Context: an optimization exercise on an open-source flow, tuned for small area and a short achievable clock period. The choices shown serve that exercise and are no tape-out recipe.
Where RTL was checked, it was by simulation tests only, not by an equivalence proof against the original.
For run 1, only the layout was checked, not whether the RTL still works.

==> flow/design.v (outline; a module is shown in full before it is edited, if it fits) <==
// module pressure_count_linearizer: 1398 lines
module pressure_count_linearizer (
    input  logic                  clk,
    input  logic                  rst_n,
    input  logic                  cfg_we,
    input  logic [pcl_pkg::CFG_IDX_W-1:0]  cfg_index,
    input  logic [pcl_pkg::CFG_DATA_W-1:0] cfg_data,
    input  logic                  start,
    output logic                  busy,
    input  logic [pcl_pkg::COUNT_W-1:0]    factory_count,
    input  logic [pcl_pkg::COUNT_W-1:0]    raw_count,
    output logic                  done,
    output logic [pcl_pkg::OUT_W-1:0]      pressure_utorr,
    output logic [pcl_pkg::RANGE_W-1:0]    display_range
);
  // ...
==> flow/run.sh <==
#!/bin/bash
# synth_recipe.tcl (not shown) runs the flow's synth.tcl, then flattens the netlist and writes it again
# the make line also repeats each setting of config.mk as NAME=value (left out here)
make -C /OpenROAD-flow-scripts/flow DESIGN_CONFIG=/design/flow/config.mk WORK_HOME=/design/flow/orfs CLKGATE_MAP_FILE= SYNTH_SCRIPT=/design/flow/synth_recipe.tcl finish
==> flow/config.mk <==
export PLATFORM = sky130hd
export DESIGN_NAME = pressure_count_linearizer
export DESIGN_NICKNAME = pressure_count_linearizer
export VERILOG_FILES = /design/flow/design.v
export SDC_FILE = /design/flow/constraint.sdc
export NUM_CORES = 4
export LEC_CHECK = 0
export CAP_MARGIN = 20
export CORE_MARGIN = 2
export CORE_UTILIZATION = 40
export SLEW_MARGIN = 20
==> flow/constraint.sdc <==
create_clock -name core_clock -period 12.0 [get_ports {clk}]
set_input_delay 2.4000 -clock core_clock [delete_from_list [all_inputs] [get_ports {clk}]]
set_output_delay 2.4000 -clock core_clock [all_outputs]
set_load 0.01 [all_outputs]
==> out/qor.yml, run 1 <==
routing:
  met3_length_um: 6350
  routed_via_density: 5.73
  max_layer_used: "met4"
  wl_met2_um: 36700
  drt_iter0_markers: 2099
final_layout:
  mostFrequentLayoutCell: "sky130_fd_sc_hd__inv_1"
  top_regs: "s2_k x43, s3_a x42, s3_b x42"
  n_fill_cell: 5897
  registers.top_by_ff_count: "s2_k"
  multi_input_logic_area_um2: 16600
  multi_input_area_share_pct: 61.5
clock_network:
  clk_pin_slew_ps: 50
  clock_tree_from_tritoncts: "yes"
global_route:
  globalRouteTotalUtil_pct: 26.0
  most_heavily_used_metal_layer_in_global_routing: "met2"
  overflow: 0
worst_hold_path:
  whs_endpoint: "s2_valid"
  hold-path-cell-count: 0
  hold_path.startpoint: "s1_valid"
setup_path:
  critical_path.cell_chain: "nand2_1 > o21ai_0 > a21oi_1 > a221oi_1 > o41ai_4 > a221o_4 > o211ai_2 > nor2b_1 > nand3_1 > or4b_1"
  timing.critical_path.to_type: "register"
  worst_setup_endpoint: "s2_k[42]"
  timing.reg2reg.worst_path_depth: 10
outcome:
  status: "timing/DRC/antenna clean"
timing:
  report.final.setup_viol: 0
  hold-worst-slack_ps: 347
  hold_viol: 0
  max_slew_margin_pct: 20.3
placed_design:
  dpl_cell_area_um2: 25900
synth:
  area_leader_netlist: "sky130_fd_sc_hd__fa_1"
  post-synth-top-count-cell: "sky130_fd_sc_hd__inv_1"
==> inputs of run 2 (changes only) <==
--- a/flow/design.v
+++ b/flow/design.v
@@ -219,27 +219,26 @@
             8'd104: k = 53'h1b8bdeda000000;
             8'd112: k = 53'h1be520da000000;
             8'd120: k = 53'h1c3e62da000000;
             default: k = '0;
         endcase
     end
     assign t = s1_mode ? ~s1_v[11:0] : s1_v[11:0];
     logic        s2_valid;
-    logic        s2_sel, s2_seln;    
+    logic        s2_sel;
     logic [52:0] s2_k;
     logic [37:0] s2_m;
     logic [6:0] s2_one, s2_two, s2_neg;
     always_ff @(posedge clk or negedge rst_n) begin
         if (!rst_n) s2_valid <= 1'b0;
         else        s2_valid <= s1_valid;
     end
     always_ff @(posedge clk) begin
         s2_sel <= sel;
-        s2_seln <= ~sel;
         s2_k[9] <= k[9];
         s2_k[10] <= k[10];
         s2_k[11] <= k[11];
         s2_k[12] <= k[12];
         s2_k[13] <= k[13];
         s2_k[14] <= k[14];
         s2_k[15] <= k[15];
         s2_k[16] <= k[16];
@@ -686,57 +685,57 @@
     assign of287 = s2_sel ? ot_r[4] : om_r[7];
     assign of288 = s2_sel ? ot_r[5] : om_r[8];
     assign of289 = s2_sel ? ot_r[6] : om_r[9];
     assign of290 = s2_sel ? ot_r[7] : om_r[10];
     assign of291 = s2_sel ? ot_r[8] : om_r[11];
     assign of292 = s2_sel ? ot_r[9] : om_r[12];
     assign of293 = s2_sel ? ~ot_r[10] : om_r[13];
     assign of294 = ~s2_sel & ~om_r[14];
-    assign of295 = s2_seln & ~om_r[0];
-    assign of296 = s2_seln & ~om_r[1];
-    assign of297 = s2_seln & ~om_r[2];
-    assign of298 = s2_seln & ~om_r[3];
-    assign of299 = s2_seln ? ~om_r[4] : ot_r[0];
-    assign of300 = s2_seln ? ~om_r[5] : ot_r[1];
-    assign of301 = s2_seln ? ~om_r[6] : ot_r[2];
-    assign of302 = s2_seln ? ~om_r[7] : ot_r[3];
-    assign of303 = s2_seln ? ~om_r[8] : ot_r[4];
-    assign of304 = s2_seln ? ~om_r[9] : ot_r[5];
-    assign of305 = s2_seln ? ~om_r[10] : ot_r[6];
-    assign of306 = s2_seln ? ~om_r[11] : ot_r[7];
-    assign of307 = s2_seln ? ~om_r[12] : ot_r[8];
-    assign of308 = s2_seln ? ~om_r[13] : ot_r[9];
-    assign of309 = s2_seln ? om_r[14] : ~ot_r[10];
+    assign of295 = ~s2_sel & ~om_r[0];
+    assign of296 = ~s2_sel & ~om_r[1];
+    assign of297 = ~s2_sel & ~om_r[2];
+    assign of298 = ~s2_sel & ~om_r[3];
+    assign of299 = s2_sel ? ot_r[0] : ~om_r[4];
+    assign of300 = s2_sel ? ot_r[1] : ~om_r[5];
+    assign of301 = s2_sel ? ot_r[2] : ~om_r[6];
+    assign of302 = s2_sel ? ot_r[3] : ~om_r[7];
+    assign of303 = s2_sel ? ot_r[4] : ~om_r[8];
+    assign of304 = s2_sel ? ot_r[5] : ~om_r[9];
+    assign of305 = s2_sel ? ot_r[6] : ~om_r[10];
+    assign of306 = s2_sel ? ot_r[7] : ~om_r[11];
+    assign of307 = s2_sel ? ot_r[8] : ~om_r[12];
+    assign of308 = s2_sel ? ot_r[9] : ~om_r[13];
+    assign of309 = s2_sel ? ~ot_r[10] : om_r[14];
     assign of310 = ~s2_sel & om_r[0];
     assign of311 = ~s2_sel & om_r[1];
     assign of312 = ~s2_sel & om_r[2];
     assign of313 = ~s2_sel & om_r[3];
     assign of314 = s2_sel ? ot_r[0] : om_r[4];
     assign of315 = s2_sel ? ot_r[1] : om_r[5];
     assign of316 = s2_sel ? ot_r[2] : om_r[6];
     assign of317 = s2_sel ? ot_r[3] : om_r[7];
     assign of318 = s2_sel ? ot_r[4] : om_r[8];
     assign of319 = s2_sel ? ot_r[5] : om_r[9];
     assign of320 = s2_sel ? ot_r[6] : om_r[10];
     assign of321 = s2_sel ? ot_r[7] : om_r[11];
     assign of322 = s2_sel ? ot_r[8] : om_r[12];
     assign of323 = s2_sel ? ot_r[9] : om_r[13];
     assign of324 = s2_sel ? ~ot_r[10] : ~om_r[14];
-    assign of325 = ~s2_seln & ~ot_r[0];
-    assign of326 = ~s2_seln & ~ot_r[1];
-    assign of327 = ~s2_seln & ~ot_r[2];
-    assign of328 = ~s2_seln & ~ot_r[3];
-    assign of329 = ~s2_seln & ~ot_r[4];
-    assign of330 = ~s2_seln & ~ot_r[5];
-    assign of331 = ~s2_seln & ~ot_r[6];
-    assign of332 = ~s2_seln & ~ot_r[7];
-    assign of333 = ~s2_seln & ~ot_r[8];
-    assign of334 = ~s2_seln & ~ot_r[9];
-    assign of335 = ~s2_seln & ot_r[10];
+    assign of325 = s2_sel & ~ot_r[0];
+    assign of326 = s2_sel & ~ot_r[1];
+    assign of327 = s2_sel & ~ot_r[2];
+    assign of328 = s2_sel & ~ot_r[3];
+    assign of329 = s2_sel & ~ot_r[4];
+    assign of330 = s2_sel & ~ot_r[5];
+    assign of331 = s2_sel & ~ot_r[6];
+    assign of332 = s2_sel & ~ot_r[7];
+    assign of333 = s2_sel & ~ot_r[8];
+    assign of334 = s2_sel & ~ot_r[9];
+    assign of335 = s2_sel & ot_r[10];
     assign of336 = s2_sel & ot_r[0];
     assign of337 = s2_sel & ot_r[1];
     assign of338 = s2_sel & ot_r[2];
     assign of339 = s2_sel & ot_r[3];
     assign of340 = s2_sel & ot_r[4];
     assign of341 = s2_sel & ot_r[5];
     assign of342 = s2_sel & ot_r[6];
     assign of343 = s2_sel & ot_r[7];
@@ -1365,32 +1364,28 @@
     assign c966 = (c774 & s867) | (c866 & (c774 ^ s867));
     assign s967 = c776 ^ s869 ^ c868;
     assign c968 = (c776 & s869) | (c868 & (c776 ^ s869));
     assign s969 = pp279 ^ s871 ^ c870;
     assign c970 = (pp279 & s871) | (c870 & (pp279 ^ s871));
     assign s971 = s2_k[51] ^ c872;
     assign c972 = s2_k[51] & c872;
     logic            s3_valid;
-    logic [52:11] s3_a, s3_b;
-    logic            s3_c;
-    logic [11:0]   low_sum;
-    assign low_sum = {1'b0, c888, c886, c884, c882, c880, c878, c876, c874, s873, pp2, s2_neg[0]} + {1'b0, s889, s887, s885, s883, s881, s879, s877, s875, pp41, 1'b0, pp1};
+    logic [52:0] s3_a, s3_b;
     always_ff @(posedge clk or negedge rst_n) begin
         if (!rst_n) s3_valid <= 1'b0;
         else        s3_valid <= s2_valid;
     end
     always_ff @(posedge clk) begin
-        s3_a <= {c972, c970, c968, c966, c964, c962, c960, c958, c956, c954, c952, c950, c948, c946, c944, c942, c940, c938, c936, c934, c932, c930, c928, c926, c924, c922, c920, c918, c916, c914, c912, c910, c908, c906, c904, c902, c900, c898, c896, c894, c892, c890};
-        s3_b <= {s2_k[52], s971, s969, s967, s965, s963, s961, s959, s957, s955, s953, s951, s949, s947, s945, s943, s941, s939, s937, s935, s933, s931, s929, s927, s925, s923, s921, s919, s917, s915, s913, s911, s909, s907, s905, s903, s901, s899, s897, s895, s893, s891};
-        s3_c <= low_sum[11];
+        s3_a <= {c972, c970, c968, c966, c964, c962, c960, c958, c956, c954, c952, c950, c948, c946, c944, c942, c940, c938, c936, c934, c932, c930, c928, c926, c924, c922, c920, c918, c916, c914, c912, c910, c908, c906, c904, c902, c900, c898, c896, c894, c892, c890, c888, c886, c884, c882, c880, c878, c876, c874, s873, pp2, s2_neg[0]};
+        s3_b <= {s2_k[52], s971, s969, s967, s965, s963, s961, s959, s957, s955, s953, s951, s949, s947, s945, s943, s941, s939, s937, s935, s933, s931, s929, s927, s925, s923, s921, s919, s917, s915, s913, s911, s909, s907, s905, s903, s901, s899, s897, s895, s893, s891, s889, s887, s885, s883, s881, s879, s877, s875, pp41, 1'b0, pp1};
     end
-    logic [52:11] total;
+    logic [52:0] total;
     logic signed [33:0] q;
-    assign total = s3_a + s3_b + {41'd0, s3_c};
+    assign total = s3_a + s3_b;
     assign q = total[52:19];
     logic        done_r;
     logic [32:0] p_r;
     logic [1:0]  rng_r;
     always_ff @(posedge clk or negedge rst_n) begin
         if (!rst_n) done_r <= 1'b0;
         else        done_r <= s3_valid;
     end
==> run 2 against run 1 <==
Still clean on timing, DRC and antenna; count of clock-buffer cells in the layout up 6; critical path depth up 2; critical endpoint is now s3_b[34].
==> out/qor.yml, run 2 <==
synth:
  yosysUniqueCellTypes: 100
  synthArstFlopShare_pct: 11.0
  netlist_top_cells_area: "sky130_fd_sc_hd__fa_1, sky130_fd_sc_hd__dfxtp_1, sky130_fd_sc_hd__xnor2_1"
  synth.yosys.warnings: 1
  synthCells: 2734
  yosys.area_share.simple_pct: 12.4
  synth_fp_nets: 3163
  synth_top_family_by_area: "adder cells"
  number_of_enable_flip_flop_cells_after_synthesis: 0
  postSynthAreaPerCell_um2: 9.08
  proportion_of_synthesized_area_in_mux_cells_pct: 0.902
  synthXorXnorAreaFrac_pct: 9.80
  synth-main-ff-cell: "sky130_fd_sc_hd__dfxtp_1"
  synth_compound_area_share_pct: 15.9
  post-synth-top-count-cell: "sky130_fd_sc_hd__inv_1"
  synth-adder-area-share_pct: 27.7
  netlist_area_um2: 24800
  synth_top_cell_area_share_pct: 23.2
  number_of_storage_elements_in_the_synthesis_netlist: 301
  synth-seq-area-share_pct: 24.9
  post_synth_most_frequent_cells: "sky130_fd_sc_hd__inv_1, sky130_fd_sc_hd__fa_1, sky130_fd_sc_hd__dfxtp_1"
  area_leader_netlist: "sky130_fd_sc_hd__fa_1"
outcome:
  status: "timing/DRC/antenna clean"
floorplan:
  io-pin-count: 90
  die-area_um2: 64100
  die_height_um: 253
  die-width_um: 253
  row_count: 91
  initial_core_util_pct: 40.4
  floorplan.core_area_um2: 61500
setup_path:
  path_delay_family: "adder cells"
  crit_slowest_cell: "sky130_fd_sc_hd__fa_1"
  critical_path.n_buffers_inverters: 5
  timing.critical_path.fanout_max: 37
  worstSetupPathType: "reg -> reg"
  worstPathArrival_ps: 4810
  critPathMaxStageDelay_ps: 570
  critical_path.cell_chain: "buf_4 > clkinv_1 > nor2_1 > nor2_1 > fa_1 > fa_1 > inv_1 > fa_1 > inv_1 > fa_1 > inv_1 > fa_1"
  timing.critical_path.to_type: "register"
  worst_path_most_repeated_cell: "sky130_fd_sc_hd__fa_1"
  cp_data_required_time_ps: 12420
  crit_path_start_kind: "register"
timing:
  max_slew.worst_pin.slew_ps: 1070
  final_period_minus_worst_setup_slack_ps: 4390
  max_slew_margin_pct: 26.6  # +6.4 points
  fin_worst_skew_ps: 46.1
  fmax_mhz: 228
  setup_repair_after_global_routing_missed_its_margin: "false"
  timing.final.crit_share_pct: 36.6
  timing_max_transition_violations_final: 0
  accumulated_negative_setup_slack_ps: 0
  report.final.setup_viol: 0  # unchanged
  hold_viol: 0  # unchanged
clock_network:
  cts_root_buffer: "sky130_fd_sc_hd__clkbuf_16"
  clock_latency_of_the_later_clocked_register_in_the_worst_skew_pair_ps: 590
  numCtsBuffers: 38
  h-tree-depth: 2
  clk_path_buf_depth: 3
  cts_setup_buffers: 0
  cts_resized: 0
  clk_pin_slew_ps: 60  # about the same
  cts_hold_buffers: 0
  clock_tree_from_tritoncts: "yes"
  tritoncts_num_sinks: 301
routing:
  post-route-drc-count: 0
  routed_via_density: 5.71  # -0.31%
  route.detailed.wl_per_inst_um: 23.2
  drt.antenna.violating_nets: 0
  wirelength_routed_um: 82000
  route.vias.total: 20195
  first_drt_pass_iteration_count: 8
  drt_iter0_markers: 1976  # -5.9%
placed_design:
  dp_hpwl_um: 61900
  placement.io_buffers: 88
  dp.cells: 3467
  gp_congestion: 0.995
run:
  maxCapViolCount: 0
global_route:
  overflow: 0  # unchanged
  grt_max_degree: 46
  globalRouteTotalUtil_pct: 25.8  # -0.14 points
  first_global_vias: 20813
  antenna_found_initial: 0
  grt_pass1_wl_um: 126000
final_layout:
  mostFrequentLayoutCell: "sky130_fd_sc_hd__inv_1"
  largest_register_ff_count: 53
  finish.utilization_pct: 44.7
  registers.top_by_ff_count: "s3_a"
  instances_no_fill: 3534
  synthToLayoutAreaGrowth_pct: 10.6
  layout.cells.most_common_list: "sky130_fd_sc_hd__inv_1, sky130_fd_sc_hd__fa_1, sky130_fd_sc_hd__dfxtp_1, sky130_fd_sc_hd__nand2_1, sky130_fd_sc_hd__a22oi_1"
  top_regs: "s3_a x53, s3_b x52, s2_k x43"
  drive_above_1_share_pct: 5.79
  finalNetCount: 3146
  antenna_cells: 0
worst_hold_path:
  hold_class: "reg -> reg"
## run 2: cell types whose count changed in the layout (fill, tap and decap cells not counted), sizes merged, moves of 10 or more
cell / delta
buf: +10
dfxtp: +19
and3: -15
nand2: +25
nor2: +39
o21ai: +23
a21o: -14
## run 2: path summary, 6_finish.rpt
kind | slack, ps | cells past startpoint | endpoint | start
setup / recovery | 7610 | 12 | s3_b[34] | s2_sel
hold / removal | 350 | 0 | done_r | s3_valid
setup reg to reg | 7610 | 12 | s3_b[34] | s2_sel
hold reg to reg | 350 | 0 | done_r | s3_valid
max in group asynchronous | 9480 | 2 | we_m | rst_n
min in group asynchronous | 2220 | 2 | om_r[8] | rst_n
## run 2: final cells by class
class	instances	area (um2)
Timing Repair Buffer	124	1150
Clock inverter	14	149
Fill cell	5968	34000
Sequential cell	301	6200
Multi-Input combinational cell	1899	16600
Clock buffer	53	1080
Tap cell	790	988
Inverter	353	1330
## run 2: stage by stage
| step | area, um2 | hold slack [ps] | worst slack (ps) |
|---|---|---|---|
| finish | 27500 | 351 | 7610 |
| global placement | 26200 | 343 | 7430 |
| detailed placement | 26200 | 336 | 7700 |
| CTS | 27500 | 354 | 7660 |
| global route | 27500 | 369 | 7450 |
| floorplan | 24800 | 331 | 8130 |
## run 2: routing by layer
metal | wire [um] | global-route usage (%)
met1 | 35600 | 35.6
met2 | 36300 | 40.4
met3 | 6830 | 4.48
met4 | 3210 | 10.1
met5 | 0 | 0
## run 2: cell families (layout without fill, tap and decap cells)
logic type	count (synthesis)	count (layout)
muxes	19	19
other	1	1
DFF	301	301
buffers and inverters	534	544
adders and majority gates	377	377
xor gates and xnor gates	274	274
and+or+nand+nor	641	641
AOI/OAI and AO/OA	587	587

port drivers added, routing unchanged:
In the flow no input, the clock included, has a driving cell. The finished layouts below were timed again as built, in two steps. Step 1 (the two cells are an assumption about what drives the block):
set clk [get_ports {clk}]
set_driving_cell -lib_cell sky130_fd_sc_hd__clkbuf_16 $clk
set_driving_cell -lib_cell sky130_fd_sc_hd__buf_2 [delete_from_list [all_inputs] $clk]
Step 2, shift: input delay + t, output delay - t, t = (earliest + latest rising clock arrival at the registers) / 2. This alone moves slack from input paths to output paths. Slacks: ideal / step 1 / step 2; pairs: ideal / step 1.
run	t (ns)	setup slack, ns	hold slack, ns	worst setup path after step 2	cell pins on the clock port's net
run 1	0.624	7.300 / 7.300 / 7.300	0.347 / 0.347 / 0.347	register to register	1
run 2	0.623	7.610 / 7.610 / 7.610	0.351 / 0.351 / 0.351	register to register	1
After both steps every run listed still meets setup and hold.
